Context: an optimization exercise on an open-source flow, tuned for small area, a short achievable clock period and few clock cycles per item. The choices shown serve that exercise and are no tape-out recipe.

==> inputs of build 98 <==
// conv_stream_mac
module conv_stream_mac
#(
    parameter int DATA_W = 8,
    parameter int KSIZE  = 4,
    parameter int OUT_W  = 16
) (
    input  logic                          clk,
    input  logic                          rst,
    input  logic                          k_valid,
    output logic                          k_ready,
    input  logic [DATA_W-1:0]             k_data,
    input  logic                          in_valid,
    output logic                          in_ready,
    input  logic [KSIZE*KSIZE*DATA_W-1:0] in_window,
    input  logic                          relu_en,
    output logic                          out_valid,
    input  logic                          out_ready,
    output logic [OUT_W-1:0]              out_data,
    output logic                          out_neg,
    output logic                          kernel_ok
);
    logic [3:0]   cnt;
    logic [10:0]  kneg;
    logic [127:0] kern;
    logic         k_fire, in_fire, deliver;
    logic [2:0]   pending;
    logic         full;
    logic         kpend;
    logic [287:0] cs1;
    logic [69:0] cs2;
    logic [32:0] cs3;
    logic [3:1] pv;
    assign deliver  = out_valid && out_ready;
    assign k_ready  = !kernel_ok || kpend;
    assign in_ready = kernel_ok && !kpend && !full;
    assign k_fire   = k_valid && k_ready;
    assign in_fire  = in_valid && in_ready;
    always_ff @(posedge clk or posedge rst) begin
        if (rst) begin
            kpend <= 1'b0;
        end else begin
            kpend <= k_valid && kernel_ok && !kpend;
        end
    end
    always_ff @(posedge clk or posedge rst) begin
        if (rst) begin
            cnt       <= '0;
            kernel_ok <= 1'b0;
        end else if (k_fire) begin
            cnt       <= cnt + 1'b1;
            kernel_ok <= (cnt == 4'd15);
        end
    end
    always_ff @(posedge clk) begin
        if (k_fire) begin
            kern <= {k_data, kern[127:8]};
            kneg <= ((cnt == 4'd0) ? 11'd0 : kneg) +
                    {4'd0, k_data[7], 1'b0, k_data[5], 1'b0, k_data[3], 1'b0, k_data[1]};
        end
    end
    always_ff @(posedge clk or posedge rst) begin
        if (rst) begin
            pending <= '0;
            full    <= 1'b0;
  ...
==> flow/config.mk <==
export PLATFORM = sky130hd
export DESIGN_NAME = conv_stream_mac
export DESIGN_NICKNAME = conv_stream_mac
export VERILOG_FILES = /design/flow/design.v
export SDC_FILE = /design/flow/constraint.sdc
export NUM_CORES = 4
export LEC_CHECK = 0
export ABC_AREA = 1
export CAP_MARGIN = 20
export CORE_MARGIN = 2
export CORE_UTILIZATION = 40
export SETUP_SLACK_MARGIN = 2.9
export SLEW_MARGIN = 20
export SYNTH_HIERARCHICAL = 1
==> flow/constraint.sdc <==
create_clock -name core_clock -period 5.5 [get_ports {clk}]
set_input_delay 1.1000 -clock core_clock [delete_from_list [all_inputs] [get_ports {clk}]]
set_output_delay 1.1000 -clock core_clock [all_outputs]
set_load 0.01 [all_outputs]
standard.sh (not shown) runs the stock make flow with config.mk's settings and CLKGATE_MAP_FILE= SYNTH_SCRIPT=/design/flow/synth_recipe.tcl, a recipe that flattens the netlist after the stock synthesis.
==> flow/flow/run.sh <==
#!/bin/bash
# Standard layout, but the port buffers are buf_2 cells instead of the
# default choice (a slow delay buffer), so inputs and outputs are not slowed.
set -euo pipefail
export BUFFER_PORTS_ARGS="-buffer_cell sky130_fd_sc_hd__buf_2"
bash standard.sh > standard_flow.log 2>&1
==> trial 74 (differences from build 98) <==
--- a/flow/design.v
+++ b/flow/design.v
@@ -62,17 +62,17 @@
     logic         full;
     logic         kpend;
     logic [287:0] cs1;
     logic [69:0] cs2;
     logic [32:0] cs3;
     logic [3:1] pv;
     assign deliver  = out_valid && out_ready;
     assign k_ready  = !kernel_ok || kpend;
-    assign in_ready = kernel_ok && !kpend && !full;
+    assign in_ready = kernel_ok && !kpend && (!full || out_ready);
     assign k_fire   = k_valid && k_ready;
     assign in_fire  = in_valid && in_ready;
     always_ff @(posedge clk or posedge rst) begin
         if (rst) begin
             kpend <= 1'b0;
         end else begin
             kpend <= k_valid && kernel_ok && !kpend;
         end
@@ -94,17 +94,17 @@
         end
     end
     always_ff @(posedge clk or posedge rst) begin
         if (rst) begin
             pending <= '0;
             full    <= 1'b0;
         end else if (in_fire != deliver) begin
             pending <= in_fire ? pending + 1'b1 : pending - 1'b1;
-            full    <= in_fire ? (pending == 3'd4) : 1'b0;
+            full    <= in_fire ? (pending == 3'd3) : 1'b0;
         end
     end
     always_ff @(posedge clk or posedge rst) begin
         if (rst) begin
             pv <= '0;
         end else begin
             pv <= {pv[2:1], in_fire};
         end
@@ -1831,43 +1831,39 @@
     logic [15:0] res;
     assign row_a = {1'b1, cs3[31], cs3[29], cs3[27], cs3[25], cs3[23], cs3[21], cs3[19], cs3[17], cs3[15], cs3[13], cs3[11], cs3[9], cs3[8], cs3[6], cs3[4], cs3[3], cs3[2], cs3[1], cs3[0]};
     assign row_b = {1'b0, cs3[32], cs3[30], cs3[28], cs3[26], cs3[24], cs3[22], cs3[20], cs3[18], cs3[16], cs3[14], cs3[12], cs3[10], 1'b0, cs3[7], cs3[5], 1'b0, 1'b0, 1'b0, 1'b0};
     assign sum   = row_a + row_b;
     assign neg   = sum[19];
     assign ovf   = !((&sum[19:15]) || !(|sum[19:15]));
     assign res   = (relu_en && neg) ? 16'h0000 :
                    ovf ? (neg ? 16'h8000 : 16'h7fff) : sum[15:0];
-    logic [4:0] qv;
+    logic [3:0] qv;
     logic [16:0] q1;
     logic [16:0] q2;
     logic [16:0] q3;
-    logic [16:0] q4;
     assign out_valid = qv[0];
     always_ff @(posedge clk or posedge rst) begin
         if (rst) begin
             qv <= '0;
         end else if (deliver) begin
-            qv <= {1'b0, qv[4:1]} | ({qv[4:1], 1'b1} & ~{1'b1, qv[4:1]} & {5{pv[3]}});
+            qv <= {1'b0, qv[3:1]} | ({qv[3:1], 1'b1} & ~{1'b1, qv[3:1]} & {4{pv[3]}});
         end else begin
-            qv <= qv | ({qv[3:0], 1'b1} & ~qv & {5{pv[3]}});
+            qv <= qv | ({qv[2:0], 1'b1} & ~qv & {4{pv[3]}});
         end
     end
     always_ff @(posedge clk) begin
         if (deliver) begin
             if (qv[1]) {out_neg, out_data} <= q1;
             else if (qv[0] && pv[3]) {out_neg, out_data} <= {neg, res};
             if (qv[2]) q1 <= q2;
             else if (qv[1] && pv[3]) q1 <= {neg, res};
             if (qv[3]) q2 <= q3;
             else if (qv[2] && pv[3]) q2 <= {neg, res};
-            if (qv[4]) q3 <= q4;
-            else if (qv[3] && pv[3]) q3 <= {neg, res};
-            if (qv[4] && pv[3]) q4 <= {neg, res};
+            if (qv[3] && pv[3]) q3 <= {neg, res};
         end else begin
             if (!qv[0] && 1'b1 && pv[3]) {out_neg, out_data} <= {neg, res};
             if (!qv[1] && qv[0] && pv[3]) q1 <= {neg, res};
             if (!qv[2] && qv[1] && pv[3]) q2 <= {neg, res};
             if (!qv[3] && qv[2] && pv[3]) q3 <= {neg, res};
-            if (!qv[4] && qv[3] && pv[3]) q4 <= {neg, res};
         end
     end
 endmodule
==> flow/flow/run.sh (replaced) <==
#!/bin/bash
# Standard layout with two changes: the port buffers are buf_2 cells instead
# of the default choice (a slow delay buffer), and clock tree synthesis builds
# the tree from clkbuf_8 cells without dummy loads, up to 14 flip-flops per leaf buffer.
set -euo pipefail
export BUFFER_PORTS_ARGS="-buffer_cell sky130_fd_sc_hd__buf_2"
export CTS_ARGS="-sink_clustering_enable -repair_clock_nets -dont_use_dummy_load -buf_list sky130_fd_sc_hd__clkbuf_8 -sink_clustering_size 14 -sink_clustering_max_diameter 80"
bash standard.sh > standard_flow.log 2>&1
==> flow/config.mk (replaced) <==
export PLATFORM = sky130hd
export DESIGN_NAME = conv_stream_mac
export DESIGN_NICKNAME = conv_stream_mac
export VERILOG_FILES = /design/flow/design.v
export SDC_FILE = /design/flow/constraint.sdc
export NUM_CORES = 4
export LEC_CHECK = 0
export ABC_AREA = 1
export CAP_MARGIN = 20
export CORE_MARGIN = 2
export CORE_UTILIZATION = 60
export SETUP_SLACK_MARGIN = 2.7
export SLEW_MARGIN = 20
export SYNTH_HIERARCHICAL = 1
==> run summary <==
Outcome:
- The run finished with no timing, DRC or antenna violations.

Clocking:
- The number of gates resized after CTS was 7.

Cells and area:
- Leaving out the clock tree, the finished layout contains an inverter count of 389.
- Of all the cell area in the finished design, non-clock buffers hold 4.18%.

Synth:
- The share of synthesized area spent on multiplexers is 0.0576%.

Critical path:
- The number of buffers and inverters on the critical path is 1.

Detailed routing:
- Using the TritonRoute via totals, the vias-per-cell ratio works out to 6.04.
# the run above: trial 74

==> run summary <==
STA:
- The final worst hold slack is 326 ps.

Floorplan:
- The die is 321 µm tall.
- The number of tap cells added at floorplan is 1,298.
- The number of rows in the core area is 116.

Cells and area:
- The library cells used most frequently in the layout, excluding fill and tap cells, are fa_1, xor2_1, nand2_1, dfxtp_1, inv_1.
- The layout inverter count without the clock tree is 391.
- The non-clock buffer area fraction after layout is 4.83%.
- The final layout contains 4,783 nets.
- Across the whole layout, storage elements account for 15,100 µm².
- Cells with a size suffix above 1 make up 24.7% of the layout.
- The non-filler instance count after layout is 5,415.

Outcome:
- The run finished with no timing, DRC or antenna violations.

Synth:
- The share of synthesized area spent on multiplexers is 0.0560%.

Clocking:
- The number of cells upsized or downsized after cts is 83.
- The number of post-CTS setup repair buffers is 120.

Detailed routing:
- The number of vias per cell is 5.28.
# the run above: build 98

No functional check of the RTL was part of any run of this note.

==> what the ideal ports hide <==
The results above use ideal ports. As a check the final layouts listed here were re-extracted and re-timed, cells and wires unchanged. Step 1, drivers: a clkbuf_16 drives clk and a buf_2 each remaining input, both assumed. Step 2 also shifts input and output timing later by t, the mid clock arrival at the registers, as if the neighbouring blocks saw the same clock. a / b / c = ideal ports / drivers / drivers and shift; a / b = the first two.
| run | t, ns | slack for setup (ns) | hold WS [ns] | worst setup path after step 2 |
|---|---|---|---|---|
| build 98 | 0.707 | 2.884 / 2.884 / 2.355 | 0.326 / 0.326 / 0.326 | input to register |
| trial 74 | 0.722 | 2.742 / 2.702 / 2.173 | 0.331 / 0.331 / 0.331 | input to register |
After both steps every run listed still meets setup and hold. For trial 74, which loses most, drivers alone change the setup slack by -0.040 ns; drivers and shift together by -0.569 ns.
